Context: an optimization exercise on an open-source flow, tuned for small area, a short achievable clock period and few clock cycles per item. The choices shown serve that exercise and are no tape-out recipe.
Function was checked by simulation only, so behaviour that the tests miss may differ from the original.

===== design/flow/design.v =====
package stbs_pkg;
    localparam int unsigned TABLE_DEPTH_DEF = 64;
    localparam int unsigned VALUE_W         = 32;
    localparam int unsigned INDEX_W         = 8;
    localparam int unsigned COUNT_W         = 9;
    localparam int unsigned BOUND_W         = 10;
    typedef logic signed [BOUND_W-1:0] t_bound;
    localparam logic OP_WRITE  = 1'b0;
    localparam logic OP_SEARCH = 1'b1;
    typedef struct packed {
        logic                      op;
        logic [INDEX_W-1:0]        entry_index;
        logic signed [VALUE_W-1:0] item_value;
    } t_in_item;
    typedef struct packed {
        logic               found;
        logic [INDEX_W-1:0] match_index;
    } t_out_item;
    typedef logic [1:0] t_state;
    localparam t_state S_IDLE  = 2'd0;
    localparam t_state S_START = 2'd1;
    localparam t_state S_PROBE = 2'd2;
    localparam t_state S_DONE  = 2'd3;
    typedef struct packed {
        logic wr;         
        logic load;       
        logic rd_first;   
        logic rd_next;    
        logic set_hit;    
        logic set_miss;   
        logic out_load;   
    } t_cmd;
    typedef struct packed {
        logic range_empty;   
        logic hit;           
        logic next_empty;    
    } t_status;
endpackage
module stbs_ram #(
    parameter int unsigned WIDTH = 32,
    parameter int unsigned DEPTH = 256
) (
    input  logic                                   i_clk,
    input  logic                                   i_we,
    input  logic [((DEPTH > 1) ? $clog2(DEPTH) : 1)-1:0] i_waddr,
    input  logic [WIDTH-1:0]                       i_wdata,
    input  logic                                   i_re,
    input  logic [((DEPTH > 1) ? $clog2(DEPTH) : 1)-1:0] i_raddr,
    output logic [WIDTH-1:0]                       o_rdata
);
    logic [WIDTH-1:0] r_mem [DEPTH];
    logic [WIDTH-1:0] r_rdata;
    always_ff @(posedge i_clk) begin
        if (i_we) begin
            r_mem[i_waddr] <= i_wdata;
        end
        if (i_re) begin
            r_rdata <= r_mem[i_raddr];
        end
    end
    assign o_rdata = r_rdata;
endmodule
module stbs_ctrl (
    input  logic              i_clk,
    input  logic              i_rst_n,
    input  logic              i_in_valid,
    input  logic              i_in_op,
    output logic              o_in_stall,
    output logic              o_out_valid,
    input  logic              i_out_stall,
    input  stbs_pkg::t_status i_status,
    output stbs_pkg::t_cmd    o_cmd
);
    stbs_pkg::t_state r_state, n_state;
    logic   r_out_valid, n_out_valid;
    always_ff @(posedge i_clk) begin
        if (!i_rst_n) begin
            r_state     <= stbs_pkg::S_IDLE;
            r_out_valid <= 1'b0;
        end else begin
            r_state     <= n_state;
            r_out_valid <= n_out_valid;
        end
    end
    always_comb begin
        n_state    = r_state;
        o_cmd      = '0;
        o_in_stall = 1'b1;
        case (r_state)
            stbs_pkg::S_IDLE: begin
                o_in_stall = 1'b0;
                if (i_in_valid) begin
                    if (i_in_op == stbs_pkg::OP_SEARCH) begin
                        o_cmd.load = 1'b1;
                        n_state    = stbs_pkg::S_START;
                    end else begin
                        o_cmd.wr = 1'b1;
                    end
                end
            end
            stbs_pkg::S_START: begin
                if (i_status.range_empty) begin
                    o_cmd.set_miss = 1'b1;
                    n_state        = stbs_pkg::S_DONE;
                end else begin
                    o_cmd.rd_first = 1'b1;
                    n_state        = stbs_pkg::S_PROBE;
                end
            end
            stbs_pkg::S_PROBE: begin
                if (i_status.hit) begin
                    o_cmd.set_hit = 1'b1;
                    n_state       = stbs_pkg::S_DONE;
                end else if (i_status.next_empty) begin
                    o_cmd.set_miss = 1'b1;
                    n_state        = stbs_pkg::S_DONE;
                end else begin
                    o_cmd.rd_next = 1'b1;
                end
            end
            stbs_pkg::S_DONE: begin
                if (!r_out_valid || !i_out_stall) begin
                    o_cmd.out_load = 1'b1;
                    n_state        = stbs_pkg::S_IDLE;
                end
            end
            default: begin
                n_state = stbs_pkg::S_IDLE;
            end
        endcase
        n_out_valid = o_cmd.out_load | (r_out_valid & i_out_stall);
    end
    assign o_out_valid = r_out_valid;
endmodule
module stbs_dpath #(
    parameter int unsigned TABLE_DEPTH = stbs_pkg::TABLE_DEPTH_DEF
) (
    input  logic                          i_clk,
    input  logic                          i_rst_n,
    input  logic                          i_cfg_we,
    input  logic [stbs_pkg::COUNT_W-1:0]  i_cfg_data,
    input  stbs_pkg::t_in_item            i_in_data,
    input  stbs_pkg::t_cmd                i_cmd,
    output stbs_pkg::t_status             o_status,
    output stbs_pkg::t_out_item           o_out_data
);
    localparam int unsigned ADDR_W = (TABLE_DEPTH > 1) ? $clog2(TABLE_DEPTH) : 1;
    logic [stbs_pkg::COUNT_W-1:0]        r_count;
    logic signed [stbs_pkg::VALUE_W-1:0] r_value;
    stbs_pkg::t_bound                    r_lo, r_hi, r_mid;
    logic                      r_found;
    logic [stbs_pkg::INDEX_W-1:0]        r_match;
    stbs_pkg::t_out_item                 r_out;
    logic [stbs_pkg::COUNT_W-1:0]        w_count_clip;
    stbs_pkg::t_bound                    w_start_hi;
    stbs_pkg::t_bound                    w_mid_cur;
    stbs_pkg::t_bound                    w_lo_l, w_mid_l, w_hi_g, w_mid_g;
    logic                      w_empty_l, w_empty_g;
    stbs_pkg::t_bound                    w_next_lo, w_next_hi, w_next_mid, w_rd_mid;
    logic signed [stbs_pkg::VALUE_W-1:0] w_q;
    logic [stbs_pkg::VALUE_W-1:0]        w_rdata;
    logic                      w_hit, w_less;
    logic                      w_ram_we;
    assign w_count_clip = (32'(r_count) > TABLE_DEPTH) ? stbs_pkg::COUNT_W'(TABLE_DEPTH) : r_count;
    assign w_start_hi   = stbs_pkg::t_bound'(w_count_clip) - stbs_pkg::t_bound'(1);
    assign w_mid_cur = r_lo + ((r_hi - r_lo) >>> 1);
    assign w_lo_l    = r_mid + stbs_pkg::t_bound'(1);
    assign w_mid_l   = w_lo_l + ((r_hi - w_lo_l) >>> 1);
    assign w_empty_l = w_lo_l > r_hi;
    assign w_hi_g    = r_mid - stbs_pkg::t_bound'(1);
    assign w_mid_g   = r_lo + ((w_hi_g - r_lo) >>> 1);
    assign w_empty_g = r_lo > w_hi_g;
    assign w_q    = $signed(w_rdata);
    assign w_hit  = (w_q == r_value);
    assign w_less = (w_q < r_value);
    assign w_next_lo  = w_less ? w_lo_l  : r_lo;
    assign w_next_hi  = w_less ? r_hi    : w_hi_g;
    assign w_next_mid = w_less ? w_mid_l : w_mid_g;
    assign w_rd_mid   = i_cmd.rd_first ? w_mid_cur : w_next_mid;
    assign o_status.range_empty = r_lo > r_hi;
    assign o_status.hit         = w_hit;
    assign o_status.next_empty  = w_less ? w_empty_l : w_empty_g;
    assign w_ram_we = i_cmd.wr && (32'(i_in_data.entry_index) < TABLE_DEPTH);
    stbs_ram #(
        .WIDTH (stbs_pkg::VALUE_W),
        .DEPTH (TABLE_DEPTH)
    ) u_table (
        .i_clk   (i_clk),
        .i_we    (w_ram_we),
        .i_waddr (ADDR_W'(i_in_data.entry_index)),
        .i_wdata (i_in_data.item_value),
        .i_re    (i_cmd.rd_first | i_cmd.rd_next),
        .i_raddr (ADDR_W'($unsigned(w_rd_mid))),
        .o_rdata (w_rdata)
    );
    always_ff @(posedge i_clk) begin
        if (!i_rst_n) begin
            r_count <= '0;
        end else if (i_cfg_we) begin
            r_count <= i_cfg_data;
        end
    end
    always_ff @(posedge i_clk) begin
        if (i_cmd.load) begin
            r_value <= i_in_data.item_value;
            r_lo    <= '0;
            r_hi    <= w_start_hi;
        end
        if (i_cmd.rd_first) begin
            r_mid <= w_mid_cur;
        end
        if (i_cmd.rd_next) begin
            r_lo  <= w_next_lo;
            r_hi  <= w_next_hi;
            r_mid <= w_next_mid;
        end
        if (i_cmd.set_hit) begin
            r_found <= 1'b1;
            r_match <= stbs_pkg::INDEX_W'($unsigned(r_mid));
        end
        if (i_cmd.set_miss) begin
            r_found <= 1'b0;
            r_match <= '0;
        end
        if (i_cmd.out_load) begin
            r_out.found       <= r_found;
            r_out.match_index <= r_match;
        end
    end
    assign o_out_data = r_out;
endmodule
module sorted_table_binary_search_top #(
    parameter int unsigned TABLE_DEPTH = stbs_pkg::TABLE_DEPTH_DEF
) (
    input  logic                         i_clk,
    input  logic                         i_rst_n,
    input  logic                         i_cfg_valid,
    output logic                         o_cfg_ready,
    input  logic [stbs_pkg::COUNT_W-1:0] i_cfg_data,
    input  logic                         i_in_valid,
    output logic                         o_in_stall,
    input  logic [40:0]                  i_in_data,
    output logic                         o_out_valid,
    input  logic                         i_out_stall,
    output logic [8:0]                   o_out_data
);
    stbs_pkg::t_cmd      w_cmd;
    stbs_pkg::t_status   w_status;
    stbs_pkg::t_in_item  w_in_data;
    stbs_pkg::t_out_item w_out_data;
    assign w_in_data  = i_in_data;
    assign o_out_data = w_out_data;
    assign o_cfg_ready = 1'b1;
    stbs_ctrl u_ctrl (
        .i_clk       (i_clk),
        .i_rst_n     (i_rst_n),
        .i_in_valid  (i_in_valid),
        .i_in_op     (w_in_data.op),
        .o_in_stall  (o_in_stall),
        .o_out_valid (o_out_valid),
        .i_out_stall (i_out_stall),
        .i_status    (w_status),
        .o_cmd       (w_cmd)
    );
    stbs_dpath #(
        .TABLE_DEPTH (TABLE_DEPTH)
    ) u_dpath (
        .i_clk      (i_clk),
        .i_rst_n    (i_rst_n),
        .i_cfg_we   (i_cfg_valid & o_cfg_ready),
        .i_cfg_data (i_cfg_data),
        .i_in_data  (w_in_data),
        .i_cmd      (w_cmd),
        .o_status   (w_status),
        .o_out_data (w_out_data)
    );
endmodule

===== design/flow/run.sh =====
#!/bin/bash
# synth_recipe.tcl (not shown) runs the flow's synth.tcl, then flattens the netlist and writes it again
# the make line also repeats each setting of config.mk as NAME=value (left out here)
make -C /OpenROAD-flow-scripts/flow DESIGN_CONFIG=/design/flow/config.mk WORK_HOME=/design/flow/orfs CLKGATE_MAP_FILE= SYNTH_SCRIPT=/design/flow/synth_recipe.tcl finish

===== design/flow/config.mk =====
export PLATFORM = sky130hd
export DESIGN_NAME = sorted_table_binary_search_top
export DESIGN_NICKNAME = sorted_table_binary_search_top
export VERILOG_FILES = /design/flow/design.v
export SDC_FILE = /design/flow/constraint.sdc
export NUM_CORES = 4
export LEC_CHECK = 0
export CAP_MARGIN = 20
export CORE_MARGIN = 2
export CORE_UTILIZATION = 45
export PLACE_DENSITY = 0.6
export SLEW_MARGIN = 20
export SYNTH_MEMORY_MAX_BITS = 16384

===== design/flow/constraint.sdc =====
create_clock -name core_clock -period 8.0 [get_ports {i_clk}]
set_input_delay 1.6000 -clock core_clock [delete_from_list [all_inputs] [get_ports {i_clk}]]
set_output_delay 1.6000 -clock core_clock [all_outputs]
set_load 0.01 [all_outputs]

==> out/results.txt <==
The run finished with no timing, DRC or antenna violations. TritonCTS built the clock tree. The floorplan step set the die width to 445 µm. The number of input and output port buffers inserted was 65. For this run, the leading register cell type out of synthesis is edfxtp_1. For the data arrival at the endpoint of the critical path, the log shows 7.91 ns.

The flop and latch count out of synthesis is 2172. The final-stage net count is 5568. The min-delay analysis places its worst path in the category flop to flop. Number of vias after detailed routing: 51138. The worst path in the final design needs a cycle of 7.18 ns, including I/O delays and setup. The setup fix buffers added after clock tree synthesis came out at 0.

In this run the core area contains 162 standard-cell rows. The logs give 48783 for the via count of the first global-routing pass and 5377 for the net count after synthesis. Summing all placed instances gives a cell area of 92300 µm². The depth of the CTS H-tree is 4.

The cell with the most instances after synthesis is edfxtp_1. The summed negative setup slack over all endpoints was 0 ns. After detailed routing, the average wire length per cell comes to 32.8 µm. The buffer depth of the longest clock path was 3; the max-slew violation count was 0. Of all flip-flops after synthesis, the portion carrying an async set or reset was 0%. In the synthesized netlist, the cells that appear most often are 2151 x edfxtp_1, 756 x nand2_1, 410 x nand3_1. At the later pin of the worst-skew pair, clock insertion delay measures 0.88 ns. After detailed routing, the number of remaining DRC violations is 0.

For the maximum frequency from static timing analysis, the log shows 139 MHz. Setup repair after global routing left no endpoint under its margin. The detailed-route wire length was 267 mm. The biggest area contributor in the post-synthesis netlist is edfxtp_1. Fraction of synthesized cell area taken by the top area cell type: 73.7%. The count of nets left with antenna violations once routing finished came out at 0.

The global-route wire length before repair came out at 374 mm. Of the available clock period, the critical path in the final layout requires 89.8%. CTS saw 2172 sinks. The worst hold path was traced through 0 stages.

For this run the aggregate overflow at the end of global routing stands at 0. Global placer's final weighted congestion: 0.875. In this run, post-CTS repair resized a total of 0 instances.

Number of distinct standard cells referenced by the synthesized netlist: 91. The hold violation total from the final report is 0, and the number of flops mapped to enable cells by yosys is 2151. The warning count from the yosys run was 3; the die area was 198000 µm². TritonCTS created 217 clock buffers.

For the worst setup path, the data required time is 8.73 ns. The worst setup path is launched from a flop. Summing the sequential cell areas from Yosys gives 74.1% of the chip area. The cell area after technology mapping came out at 87700 µm². The overall routing resource usage is 26.7%. The tools report the number of antenna violations at the first check in global routing as 16. The largest fanout on the critical path is 27, and the core area is 194000 µm². The slew of the pin with the lowest slew margin was 1.23 ns; the proportion of layout cells with a drive suffix above 1 was 16.9%. Max-cap violations in this run came to 0. The setup path with the least slack is of type flop to flop. The initial detailed-routing violation count was 7382; the number of cell instances on the worst register-to-register path was 23. The area added between synthesis and finish came out at 13.2%. Placed wire-length estimate: 158 mm.

The tools report the synthesized instance count as 5220. Master cell of the clock root buffer: clkbuf_16. The number of vias per cell after detailed routing is 6.28. The largest net degree at the start of global routing is 118, and the total setup violations reported at the end of the flow is 0. The tools report the worst slew margin relative to its limit as 17.7%. Clock-pin slew was measured on the worst setup and hold paths at 0.06 ns.

The starting density of the core is 45.2%. The top-level port count came out at 67. The cell area after layout came out at 99300 µm². Ranked by total cell area, the synthesized netlist is headed by edfxtp_1 74%, mux4_2 7.8%, nand2_1 3.2%. Across the routed clock network, the largest skew measured is 0.0671 ns.

In this run the mean area of a mapped cell was 16.8 µm². The first TritonRoute pass finished after 6 iterations. In this run, post-CTS hold repair placed 0 buffers. The die extent in y was 445 µm. STA classifies the critical path endpoint as a flop.
-- cell families (layout without fill, tap and decap cells) --
kind of cell	Yosys count	after routing	share of synthesized area [%]
mux	447	447	9.46
compound gates	469	469	3.93
other cells	1	6	0.00428
simple gates	1600	1600	8.28
xor+xnor	60	60	0.615
buf+inv	369	742	2.06
flops	2172	2172	74.1
fa+ha+maj	102	102	1.51
-- final timing paths --
| check | from | to | slack [ns] |
|---|---|---|---|
| setup / recovery | u_dpath.r_mid[0] | u_dpath.u_table.r_rdata[5] | 0.82 |
| hold / removal | u_dpath.r_match[7] | u_dpath.r_out[7] | 0.43 |
| setup reg to reg | u_dpath.r_mid[0] | u_dpath.u_table.r_rdata[5] | 0.82 |
| hold reg to reg | u_dpath.r_match[7] | u_dpath.r_out[7] | 0.43 |
-- state kept, by name, summed over array words and instances, names as in the netlist --
signal and count:
u_dpath.r_hi 10, u_dpath.r_lo 10, u_dpath.r_count 9, u_dpath.r_mid 10, u_ctrl.r_out_valid 1, u_dpath.r_found 1
u_dpath.r_value 32, u_dpath.r_match 8, u_dpath.u_table.r_rdata 32, u_dpath.u_table.r_mem 2048, u_ctrl.r_state 2, u_dpath.r_out 9
-- layout by cell type (no fill, tap or decap), types with 23 or more instances in the layout --
cell type and count:
edfxtp_1 2151, mux2i_1 127, clkinv_1 60, nor2_1 101, nand2_1 755, inv_1 90
mux4_2 302, ha_1 96, xnor2_1 38, and3_1 25, nand4_1 127, nand3_1 410
buf_4 174, clkinv_2 43, a21oi_1 77, a32oi_1 50, clkbuf_16 220, a22oi_1 26
clkdlybuf4s50_1 33, a311oi_1 26, nor2_4 71, or4_1 23, clkbuf_1 43, o21ai_0 36
-- metrics by stage --
| step | setup slack, ns | hold WS (ns) | utilization [%] | instances |
|---|---|---|---|---|
| 3_5_place_dp | 1.00 | 0.419 | 47.5 | 7734 |
| 6_report | 0.816 | 0.432 | 51.1 | 8140 |
| 3_3_place_gp | 1.04 | 0.416 | 47.4 | 7725 |
| 4_1_cts | 0.970 | 0.433 | 51.1 | 8135 |
| 5_1_grt | 0.518 | 0.448 | 51.1 | 8136 |
| 2_1_floorplan | 2.84 | 0.408 | - | 5220 |
-- metal layers --
metal | wire length, µm | share of wire (%) | up-vias | global-route usage (%)
met2 | 125000 | 47 | 3016 | 42.0
met4 | 10900 | 4.1 | 8 | 9.93
met5 | 57 | 0.021 | - | 0
met3 | 26600 | 10 | 510 | 5.21
met1 | 105000 | 39 | 26549 | 37.3
li1 | - | - | 21055 | -
-- final cells by class --
type,instances,area (µm²)
antenna,5,12.5
clock buffer,263,5670
clock inverter,138,1290
fill,15642,94900
inverter,90,338
multi-input combinational,2679,21500
sequential,2172,65000
tap,2542,3180
timing repair buffer,251,2220
-- worst max-delay path, cell delays in order, from the launching register on --
cell and delay [ns]:
edfxtp_1 0.55, inv_1 0.21, ha_1 0.47, inv_1 0.12, ha_1 0.29, o21a_1 0.10
o21ai_0 0.09, a21boi_0 0.24, o21ai_0 0.15, a21boi_0 0.29, nor2_1 0.09, ha_1 0.36
o21ai_0 0.22, inv_1 0.09, a211oi_1 0.80, nand4_1 0.18, a21oi_1 0.24, a21oi_2 0.05
buf_4 0.25, nor2_4 0.71, buf_4 0.42, nand3_1 0.11, a21oi_1 0.78, or3_1 0.21
Testbench counts, summed over its fixed seeds: cycles 25,516, items 3,051.

port drivers added, routing unchanged:
In the flow no input, the clock included, has a driving cell. The finished layout below was timed again as built, in two steps.
Step 1 assumes that a clkbuf_16 drives the clock port and a buf_2 every other input.
Step 2 times the ports against the registers' clock, not the clock port: input delays grow and output delays shrink by t, the midpoint of the rising clock arrivals with the driver on.
Three values: no drivers, after step 1, after step 2; two values: the first two.
t (ns): 0.941
setup WS [ns]: 0.816 / 0.816 / 0.816
slew at the worst register clock pin (ns): 0.07 / 0.07
After both steps setup and hold are still met in this run. For this run, drivers alone change the setup slack by 0.000 ns; drivers and shift together by 0.000 ns.
